Background: an optimization exercise with open tools, aiming at small area, a short achievable clock period and few clock cycles per item. Do not read the settings as production practice.
The RTL was checked by simulation tests, not by an equivalence proof against the original design.
No activity file was given, so power comes from the tool's default toggle rates.

==> raven <==
## seq_alu
module seq_alu #(
    parameter int WIDTH   = 32,
    parameter int SHAMT_W = $clog2(WIDTH)
) (
    input  logic               clock_i,
    input  logic               reset_n_i,
    input  logic               start_i,
    input  logic [4:0]         opcode_i,
    input  logic [WIDTH-1:0]   a_i,
    input  logic [WIDTH-1:0]   b_i,
    output logic               ready_o,
    output logic               valid_o,
    output logic [2*WIDTH-1:0] result_o,
    output logic               zero_o,
    output logic               negative_o,
    output logic               div_by_zero_o,
    output logic               illegal_op_o
);
    localparam logic [4:0] OP_ADD  = 5'b00011, OP_SUB  = 5'b00100, OP_SHR  = 5'b00101,
                           OP_SHRA = 5'b00110, OP_SHL  = 5'b00111, OP_ROR  = 5'b01000,
                           OP_ROL  = 5'b01001, OP_AND  = 5'b01010, OP_OR   = 5'b01011,
                           OP_ADDI = 5'b01100, OP_ANDI = 5'b01101, OP_ORI  = 5'b01110,
                           OP_MUL  = 5'b01111, OP_DIV  = 5'b10000, OP_NEG  = 5'b10001,
                           OP_NOT  = 5'b10010;
    function automatic logic [4:0] lzc32(input logic [31:0] v);
        logic [15:0] v1; logic [15:0] c1;
        logic [7:0]  v2; logic [15:0] c2;
        logic [3:0]  v3; logic [11:0] c3;
        logic [1:0]  v4; logic [7:0]  c4;
        for (int i = 0; i < 16; i++) begin
            v1[i] = v[2*i+1] | v[2*i];
            c1[i] = ~v[2*i+1];
        end
  ...
make LEC_CHECK=0 ABC_AREA=1 CAP_MARGIN=20 CORE_MARGIN=2 CORE_UTILIZATION=40 SETUP_SLACK_MARGIN=4 SLEW_MARGIN=20 finish   # period 8.0 ns
run.sh (not shown) runs the stock make flow with config.mk's settings and CLKGATE_MAP_FILE= SYNTH_SCRIPT=/design/flow/synth_recipe.tcl, a recipe that flattens the netlist after the stock synthesis.
==> yarrow (differences from raven) <==
==> flow/flow/run.sh (new file) <==
#!/bin/bash
# Standard ORFS layout (the standard.sh), with the port buffers made from the
# smallest buffer cell. The whole make output goes to standard.log.
set -o pipefail
export BUFFER_PORTS_ARGS="-buffer_cell sky130_fd_sc_hd__buf_1"
bash standard.sh > standard.log 2>&1
==> flow/standard.sh (new file) <==
#!/bin/bash
# synth_recipe.tcl (not shown) runs the flow's synth.tcl, then flattens the netlist and writes it again
# the make line also repeats each setting of config.mk as NAME=value (left out here)
make -C /OpenROAD-flow-scripts/flow DESIGN_CONFIG=/design/flow/config.mk WORK_HOME=/design/flow/orfs CLKGATE_MAP_FILE= SYNTH_SCRIPT=/design/flow/synth_recipe.tcl "${@:-finish}"
removed: flow/run.sh
==> indigo (differences from raven) <==
--- a/flow/design.v
+++ b/flow/design.v
@@ -108,24 +108,21 @@
         sel_sh  = g_sh | st_norm | st_al1;
         res_l   = ({32{sel_sum}} & sum[31:0]) | ({32{sel_sh}} & sh_out) |
                   ({32{g_and}} & (a_q & b_q)) | ({32{g_or}} & (a_q | b_q)) |
                   ({32{g_not}} & ~b_q) | {32{g_dbz}};
     end
     logic [4:0]  zm;
-    logic        swap, mrz, dlo, dhi;
+    logic        mrz, dlo, dhi;
     logic [4:0]  kd;                   
     logic [4:0]  mr;                   
     logic [6:0]  s_raw;
     logic [4:0]  s_neg;
     logic [5:0]  s_div;
     logic [4:0]  ra_div;
-    logic [31:0] mplier;
-    always_comb begin
-        swap   = za_q > zb_q;          
-        zm     = swap ? za_q : zb_q;
-        mplier = swap ? a_q : b_q;
+    always_comb begin
+        zm     = zb_q;
         mrz    = zm[4:1] <= 4'd2;
         kd     = mrz ? 5'd15 : {1'b0, ~zm[4:1]};
         mr     = mrz ? 5'd0 : {zm[4:1], 1'b0};
         s_raw  = {2'b00, za_q} - {2'b00, zb_q} - {6'd0, a_q[31]} + 7'd31;
         s_neg  = zb_q - za_q + {4'd0, a_q[31]} + 5'd1;         
         dlo    = s_raw[6];
@@ -140,13 +137,13 @@
     assign done_rdy = g_done | st_al2 | (st_norm & sh_q[5] & ~negq_q & ~negr_q) |
                       (st_cor & ~negq_q & ~negr_q) | (st_fxq & ~negr_q) | st_fxr;
     assign done     = done_rdy | (st_div & last_q & ~div_rneg & ~negq_q & ~negr_q);
     assign s1_free  = ~s1_q | done_rdy;
     assign ready_o  = s1_free;
     assign accept   = start_i & s1_free;
-    assign mul_next = g_mul | (st_mul & ~last_q);
+    assign mul_next = (g_mul & (kd != 5'd0)) | (st_mul & ~last_q);
     logic d_add, d_sub, d_neg, d_shr, d_shra, d_shl, d_rot, d_and, d_or, d_not, d_mul, d_div, d_bz;
     always_comb begin
         d_add  = (opcode_i == OP_ADD) | (opcode_i == OP_ADDI);
         d_sub  = opcode_i == OP_SUB;
         d_neg  = opcode_i == OP_NEG;
         d_shr  = opcode_i == OP_SHR;
@@ -156,12 +153,21 @@
         d_and  = (opcode_i == OP_AND) | (opcode_i == OP_ANDI);
         d_or   = (opcode_i == OP_OR) | (opcode_i == OP_ORI);
         d_not  = opcode_i == OP_NOT;
         d_mul  = opcode_i == OP_MUL;
         d_div  = opcode_i == OP_DIV;
         d_bz   = b_i == 32'd0;
+    end
+    logic [4:0] la, lb;
+    logic       sw_i;
+    logic [1:0] mp01;
+    always_comb begin
+        la   = lsm1(a_i);
+        lb   = lsm1(b_i);
+        sw_i = d_mul & ((&a_i[31:16]) | ~(|a_i[31:16])) & ~((&b_i[31:16]) | ~(|b_i[31:16]));
+        mp01 = sw_i ? a_i[1:0] : b_i[1:0];
     end
     always_ff @(posedge clock_i or negedge reset_n_i) begin
         if (!reset_n_i) begin
             s1_q    <= 1'b0;
             valid_q <= 1'b0;
             g_mul   <= 1'b0;
@@ -180,13 +186,13 @@
             if (accept)    s1_q <= 1'b1;
             else if (done) s1_q <= 1'b0;
             g_mul   <= accept & d_mul;
             g_divn  <= accept & d_div & ~d_bz;
             g_done  <= accept & ~d_mul & ~(d_div & ~d_bz);
             st_mul  <= mul_next;
-            st_al1  <= last_mul & ~rz_q;
+            st_al1  <= (g_mul & (kd == 5'd0)) | (last_mul & ~rz_q);
             st_al2  <= st_al1 | (last_mul & rz_q);
             st_norm <= g_divn;
             st_div  <= (st_norm & ~sh_q[5]) | (st_div & ~last_q);
             st_cor  <= st_div & last_q & div_rneg;
             st_fxq  <= (((st_norm & sh_q[5]) | (st_div & last_q & ~div_rneg)) | st_cor) & negq_q;
             st_fxr  <= ((((st_norm & sh_q[5]) | (st_div & last_q & ~div_rneg)) | st_cor) & ~negq_q & negr_q) |
@@ -204,20 +210,19 @@
         g_and   <= accept & d_and;
         g_or    <= accept & d_or;
         g_not   <= accept & d_not;
         g_dbz   <= accept & d_div & d_bz;
         g_ill   <= accept & ((opcode_i < OP_ADD) | (opcode_i > OP_NOT));
         if (accept) begin
-            a_q  <= a_i;
-            b_q  <= b_i;
-            za_q <= lsm1(a_i);
-            zb_q <= lsm1(b_i);
+            a_q  <= sw_i ? b_i : a_i;
+            b_q  <= sw_i ? a_i : b_i;
+            za_q <= la;
+            zb_q <= sw_i ? la : lb;
             ra_q <= ((opcode_i == OP_SHL) | (opcode_i == OP_ROL)) ? 5'(-b_i[4:0]) : b_i[4:0];
             sh_q <= {1'b0, b_i[4:0]};
         end else if (g_mul) begin
-            if (swap) a_q <= b_q;
             ra_q <= mr;
             sh_q <= {1'b0, mr};
         end else if (g_divn) begin
             if (a_q[31]) a_q <= sum[31:0];             
             ra_q <= ra_div;
             sh_q <= s_div;
@@ -226,40 +231,44 @@
             wide_q <= g_mul;
             dbz_q  <= g_dbz;
             ill_q  <= g_ill;
             zh_q   <= 1'b1;
             negq_q <= a_q[31] ^ b_q[31];
             negr_q <= a_q[31];
-            cnt_q  <= g_mul ? kd : ~s_div[4:0];
-            last_q <= kd == 5'd0;
+            cnt_q  <= g_mul ? kd - 5'd1 : ~s_div[4:0];
+            last_q <= kd == 5'd1;
             rz_q   <= mrz;
         end else if (st_norm) begin
             last_q <= cnt_q == 5'd0;
             rneg_q <= 1'b0;
         end else if (st_mul | st_div) begin
             cnt_q  <= cnt_q - 5'd1;
             last_q <= cnt_q == 5'd1;
             rneg_q <= div_rneg;
         end else if (st_al2) begin
             zh_q   <= sh_out == 32'd0;
         end
-        if (g_mul) begin
-            b1_q <= mplier[0];
-            b2_q <= mplier[1] & ~mplier[0];
-            bn_q <= mplier[1];
+        if (accept) begin
+            b1_q <= d_mul & mp01[0];
+            b2_q <= d_mul & mp01[1] & ~mp01[0];
+            bn_q <= d_mul & mp01[1];
+        end else if (g_mul) begin
+            b1_q <= mul_next & (b_q[2] ^ b_q[1]);
+            b2_q <= mul_next & ((b_q[3] & ~b_q[2] & ~b_q[1]) | (~b_q[3] & b_q[2] & b_q[1]));
+            bn_q <= mul_next & b_q[3];
         end else begin
             b1_q <= mul_next & (l_q[2] ^ l_q[1]);
             b2_q <= mul_next & ((l_q[3] & ~l_q[2] & ~l_q[1]) | (~l_q[3] & l_q[2] & l_q[1]));
             bn_q <= mul_next & l_q[3];
         end
-        if (g_mul | g_divn | g_done) h_q <= {32{g_dbz}} & a_q;
-        else if (st_mul)  h_q <= sum[33:2];
+        if (g_divn | g_done) h_q <= {32{g_dbz}} & a_q;
+        else if (g_mul | st_mul) h_q <= sum[33:2];
         else if (st_div | st_cor | st_fxr) h_q <= sum[31:0];
         else if (st_norm) h_q <= rot_out & msk;
         else if (st_al2)  h_q <= sh_out;
-        if (g_mul)       l_q <= mplier;
+        if (g_mul)       l_q <= {sum[1:0], b_q[31:2]};
         else if (st_mul) l_q <= {sum[1:0], l_q[31:2]};
         else if (st_div) l_q <= {l_q[30:0], ~div_rneg};
         else if (g_done | st_fxq | st_norm | st_al1) l_q <= res_l;
     end
     assign valid_o       = valid_q;
     assign result_o      = {h_q, l_q};
==> flow/flow/run.sh (new file) <==
#!/bin/bash
# Standard ORFS layout (the standard.sh), with the port buffers made from the
# smallest buffer cell. The whole make output goes to standard.log.
set -o pipefail
export BUFFER_PORTS_ARGS="-buffer_cell sky130_fd_sc_hd__buf_1"
bash standard.sh > standard.log 2>&1
==> flow/standard.sh (new file) <==
#!/bin/bash
# synth_recipe.tcl (not shown) runs the flow's synth.tcl, then flattens the netlist and writes it again
# the make line also repeats each setting of config.mk as NAME=value (left out here)
make -C /OpenROAD-flow-scripts/flow DESIGN_CONFIG=/design/flow/config.mk WORK_HOME=/design/flow/orfs CLKGATE_MAP_FILE= SYNTH_SCRIPT=/design/flow/synth_recipe.tcl "${@:-finish}"
Settings changed: PLACE_DENSITY from default to 0.8, SETUP_SLACK_MARGIN 4 to 4.2.
removed: flow/run.sh
==> sierra (differences from raven) <==
--- a/flow/design.v
+++ b/flow/design.v
@@ -108,24 +108,21 @@
         sel_sh  = g_sh | st_norm | st_al1;
         res_l   = ({32{sel_sum}} & sum[31:0]) | ({32{sel_sh}} & sh_out) |
                   ({32{g_and}} & (a_q & b_q)) | ({32{g_or}} & (a_q | b_q)) |
                   ({32{g_not}} & ~b_q) | {32{g_dbz}};
     end
     logic [4:0]  zm;
-    logic        swap, mrz, dlo, dhi;
+    logic        mrz, dlo, dhi;
     logic [4:0]  kd;                   
     logic [4:0]  mr;                   
     logic [6:0]  s_raw;
     logic [4:0]  s_neg;
     logic [5:0]  s_div;
     logic [4:0]  ra_div;
-    logic [31:0] mplier;
-    always_comb begin
-        swap   = za_q > zb_q;          
-        zm     = swap ? za_q : zb_q;
-        mplier = swap ? a_q : b_q;
+    always_comb begin
+        zm     = zb_q;
         mrz    = zm[4:1] <= 4'd2;
         kd     = mrz ? 5'd15 : {1'b0, ~zm[4:1]};
         mr     = mrz ? 5'd0 : {zm[4:1], 1'b0};
         s_raw  = {2'b00, za_q} - {2'b00, zb_q} - {6'd0, a_q[31]} + 7'd31;
         s_neg  = zb_q - za_q + {4'd0, a_q[31]} + 5'd1;         
         dlo    = s_raw[6];
@@ -140,13 +137,13 @@
     assign done_rdy = g_done | st_al2 | (st_norm & sh_q[5] & ~negq_q & ~negr_q) |
                       (st_cor & ~negq_q & ~negr_q) | (st_fxq & ~negr_q) | st_fxr;
     assign done     = done_rdy | (st_div & last_q & ~div_rneg & ~negq_q & ~negr_q);
     assign s1_free  = ~s1_q | done_rdy;
     assign ready_o  = s1_free;
     assign accept   = start_i & s1_free;
-    assign mul_next = g_mul | (st_mul & ~last_q);
+    assign mul_next = (g_mul & (kd != 5'd0)) | (st_mul & ~last_q);
     logic d_add, d_sub, d_neg, d_shr, d_shra, d_shl, d_rot, d_and, d_or, d_not, d_mul, d_div, d_bz;
     always_comb begin
         d_add  = (opcode_i == OP_ADD) | (opcode_i == OP_ADDI);
         d_sub  = opcode_i == OP_SUB;
         d_neg  = opcode_i == OP_NEG;
         d_shr  = opcode_i == OP_SHR;
@@ -156,12 +153,21 @@
         d_and  = (opcode_i == OP_AND) | (opcode_i == OP_ANDI);
         d_or   = (opcode_i == OP_OR) | (opcode_i == OP_ORI);
         d_not  = opcode_i == OP_NOT;
         d_mul  = opcode_i == OP_MUL;
         d_div  = opcode_i == OP_DIV;
         d_bz   = b_i == 32'd0;
+    end
+    logic [4:0] la, lb;
+    logic       sw_i;
+    logic [1:0] mp01;
+    always_comb begin
+        la   = lsm1(a_i);
+        lb   = lsm1(b_i);
+        sw_i = d_mul & ((&a_i[31:16]) | ~(|a_i[31:16])) & ~((&b_i[31:16]) | ~(|b_i[31:16]));
+        mp01 = sw_i ? a_i[1:0] : b_i[1:0];
     end
     always_ff @(posedge clock_i or negedge reset_n_i) begin
         if (!reset_n_i) begin
             s1_q    <= 1'b0;
             valid_q <= 1'b0;
             g_mul   <= 1'b0;
@@ -180,13 +186,13 @@
             if (accept)    s1_q <= 1'b1;
             else if (done) s1_q <= 1'b0;
             g_mul   <= accept & d_mul;
             g_divn  <= accept & d_div & ~d_bz;
             g_done  <= accept & ~d_mul & ~(d_div & ~d_bz);
             st_mul  <= mul_next;
-            st_al1  <= last_mul & ~rz_q;
+            st_al1  <= (g_mul & (kd == 5'd0)) | (last_mul & ~rz_q);
             st_al2  <= st_al1 | (last_mul & rz_q);
             st_norm <= g_divn;
             st_div  <= (st_norm & ~sh_q[5]) | (st_div & ~last_q);
             st_cor  <= st_div & last_q & div_rneg;
             st_fxq  <= (((st_norm & sh_q[5]) | (st_div & last_q & ~div_rneg)) | st_cor) & negq_q;
             st_fxr  <= ((((st_norm & sh_q[5]) | (st_div & last_q & ~div_rneg)) | st_cor) & ~negq_q & negr_q) |
@@ -204,20 +210,19 @@
         g_and   <= accept & d_and;
         g_or    <= accept & d_or;
         g_not   <= accept & d_not;
         g_dbz   <= accept & d_div & d_bz;
         g_ill   <= accept & ((opcode_i < OP_ADD) | (opcode_i > OP_NOT));
         if (accept) begin
-            a_q  <= a_i;
-            b_q  <= b_i;
-            za_q <= lsm1(a_i);
-            zb_q <= lsm1(b_i);
+            a_q  <= sw_i ? b_i : a_i;
+            b_q  <= sw_i ? a_i : b_i;
+            za_q <= la;
+            zb_q <= sw_i ? la : lb;
             ra_q <= ((opcode_i == OP_SHL) | (opcode_i == OP_ROL)) ? 5'(-b_i[4:0]) : b_i[4:0];
             sh_q <= {1'b0, b_i[4:0]};
         end else if (g_mul) begin
-            if (swap) a_q <= b_q;
             ra_q <= mr;
             sh_q <= {1'b0, mr};
         end else if (g_divn) begin
             if (a_q[31]) a_q <= sum[31:0];             
             ra_q <= ra_div;
             sh_q <= s_div;
@@ -226,40 +231,44 @@
             wide_q <= g_mul;
             dbz_q  <= g_dbz;
             ill_q  <= g_ill;
             zh_q   <= 1'b1;
             negq_q <= a_q[31] ^ b_q[31];
             negr_q <= a_q[31];
-            cnt_q  <= g_mul ? kd : ~s_div[4:0];
-            last_q <= kd == 5'd0;
+            cnt_q  <= g_mul ? kd - 5'd1 : ~s_div[4:0];
+            last_q <= kd == 5'd1;
             rz_q   <= mrz;
         end else if (st_norm) begin
             last_q <= cnt_q == 5'd0;
             rneg_q <= 1'b0;
         end else if (st_mul | st_div) begin
             cnt_q  <= cnt_q - 5'd1;
             last_q <= cnt_q == 5'd1;
             rneg_q <= div_rneg;
         end else if (st_al2) begin
             zh_q   <= sh_out == 32'd0;
         end
-        if (g_mul) begin
-            b1_q <= mplier[0];
-            b2_q <= mplier[1] & ~mplier[0];
-            bn_q <= mplier[1];
+        if (accept) begin
+            b1_q <= d_mul & mp01[0];
+            b2_q <= d_mul & mp01[1] & ~mp01[0];
+            bn_q <= d_mul & mp01[1];
+        end else if (g_mul) begin
+            b1_q <= mul_next & (b_q[2] ^ b_q[1]);
+            b2_q <= mul_next & ((b_q[3] & ~b_q[2] & ~b_q[1]) | (~b_q[3] & b_q[2] & b_q[1]));
+            bn_q <= mul_next & b_q[3];
         end else begin
             b1_q <= mul_next & (l_q[2] ^ l_q[1]);
             b2_q <= mul_next & ((l_q[3] & ~l_q[2] & ~l_q[1]) | (~l_q[3] & l_q[2] & l_q[1]));
             bn_q <= mul_next & l_q[3];
         end
-        if (g_mul | g_divn | g_done) h_q <= {32{g_dbz}} & a_q;
-        else if (st_mul)  h_q <= sum[33:2];
+        if (g_divn | g_done) h_q <= {32{g_dbz}} & a_q;
+        else if (g_mul | st_mul) h_q <= sum[33:2];
         else if (st_div | st_cor | st_fxr) h_q <= sum[31:0];
         else if (st_norm) h_q <= rot_out & msk;
         else if (st_al2)  h_q <= sh_out;
-        if (g_mul)       l_q <= mplier;
+        if (g_mul)       l_q <= {sum[1:0], b_q[31:2]};
         else if (st_mul) l_q <= {sum[1:0], l_q[31:2]};
         else if (st_div) l_q <= {l_q[30:0], ~div_rneg};
         else if (g_done | st_fxq | st_norm | st_al1) l_q <= res_l;
     end
     assign valid_o       = valid_q;
     assign result_o      = {h_q, l_q};
==> flow/flow/run.sh (new file) <==
#!/bin/bash
# Standard ORFS layout (the standard.sh), with the port buffers made from the
# smallest buffer cell. The whole make output goes to standard.log.
set -o pipefail
export BUFFER_PORTS_ARGS="-buffer_cell sky130_fd_sc_hd__buf_1"
bash standard.sh > standard.log 2>&1
==> flow/standard.sh (new file) <==
#!/bin/bash
# synth_recipe.tcl (not shown) runs the flow's synth.tcl, then flattens the netlist and writes it again
# the make line also repeats each setting of config.mk as NAME=value (left out here)
make -C /OpenROAD-flow-scripts/flow DESIGN_CONFIG=/design/flow/config.mk WORK_HOME=/design/flow/orfs CLKGATE_MAP_FILE= SYNTH_SCRIPT=/design/flow/synth_recipe.tcl "${@:-finish}"
Settings changed: PLACE_DENSITY from default to 0.7.
removed: flow/run.sh
==> comparison <==
yarrow finished clean. indigo finished clean. sierra produced a clean layout. raven ran to the end with no violations.
Via count, lowest first: sierra, raven, yarrow, indigo.
Count of clock-buffer cells in the layout is the same in indigo and raven.
Sequential power is about the same in raven and sierra.
Clock skew, highest first: sierra, indigo, raven, yarrow.
Combinational power is about the same in sierra and indigo.
Sequential cell count is the same in yarrow and sierra.
The highest fmax belongs to raven, the lowest to sierra.
==> figures <==
metric                                                                   raven                   indigo                   sierra                   yarrow
Cells after Synth                                                         3252                     3253                     3253                     3252
VDD IR-drop max                                                       142.2 uV                 114.8 uV                 163.3 uV                 154.5 uV
Result of the run                                      complete, no violations  complete, no violations  complete, no violations  complete, no violations
Synth top area share                                                    23.30%                   23.04%                   23.04%                   23.30%
Final wirelength                                                     114300 um                107800 um                101800 um                117000 um
Initial antenna violation count                                              4                        0                        2                        1
Capturing element type of the critical path                          flip-flop                flip-flop              output port                flip-flop
Fraction of the mapped netlist area in compound gates                   23.19%                   23.59%                   23.59%                   23.19%
Number of non-clock buffers                                                250                      309                      275                      260
Setup ws final                                                         3963 ps                  3948 ps                  3939 ps                  3951 ps
DP Cell Count                                                             3933                     3934                     3935                     3940
Met3 usage in global routing                                            10.39%                   9.804%                   9.265%                   11.47%
Levels on crit path                                                         17                       21                        6                       16
Total via count after detailed routing                                   25980                    26360                    25930                    26100
Router iterations before antenna repair                                      6                        8                       12                        7
DPL Wire Length                                                       87450 um                 79500 um                 75700 um                 86750 um
Testbench counts of raven, summed over its fixed seeds: cycles 22,659, ops 4,800.
Testbench counts of yarrow, summed over its fixed seeds: cycles 22,659, ops 4,800.
Testbench counts of indigo, summed over its fixed seeds: cycles 21,831, ops 4,800.
Testbench counts of sierra, summed over its fixed seeds: cycles 21,831, ops 4,800.

==> what the ideal ports hide <==
The results above use ideal ports. As a check the final layouts listed here were re-extracted and re-timed, cells and wires unchanged. Step 1 (the two cells are an assumption about what drives the block):
set clk [get_ports {clock_i}]
set_driving_cell -lib_cell sky130_fd_sc_hd__clkbuf_16 $clk
set_driving_cell -lib_cell sky130_fd_sc_hd__buf_2 [delete_from_list [all_inputs] $clk]
Step 2 moves the port delays by t, midway between the first and last clock arrival at a register: inputs arrive t later, outputs are due t later. That takes back most of the time a late clock gives input paths. a / b / c = no drivers / after step 1 / after step 2; a / b = the first two.
run	shift t [ns]	setup WS [ns]	worst register clock-pin slew, ns
raven	0.533	3.963 / 3.946 / 3.717	0.09 / 0.09
yarrow	0.538	3.951 / 3.929 / 3.698	0.10 / 0.10
indigo	0.524	3.948 / 3.948 / 3.834	0.10 / 0.10
sierra	0.523	3.939 / 3.882 / 3.714	0.09 / 0.09
After both steps setup and hold are still met in every run listed. The setup slack of yarrow, which loses most, moves by -0.022 ns with the drivers and by -0.253 ns with both steps.
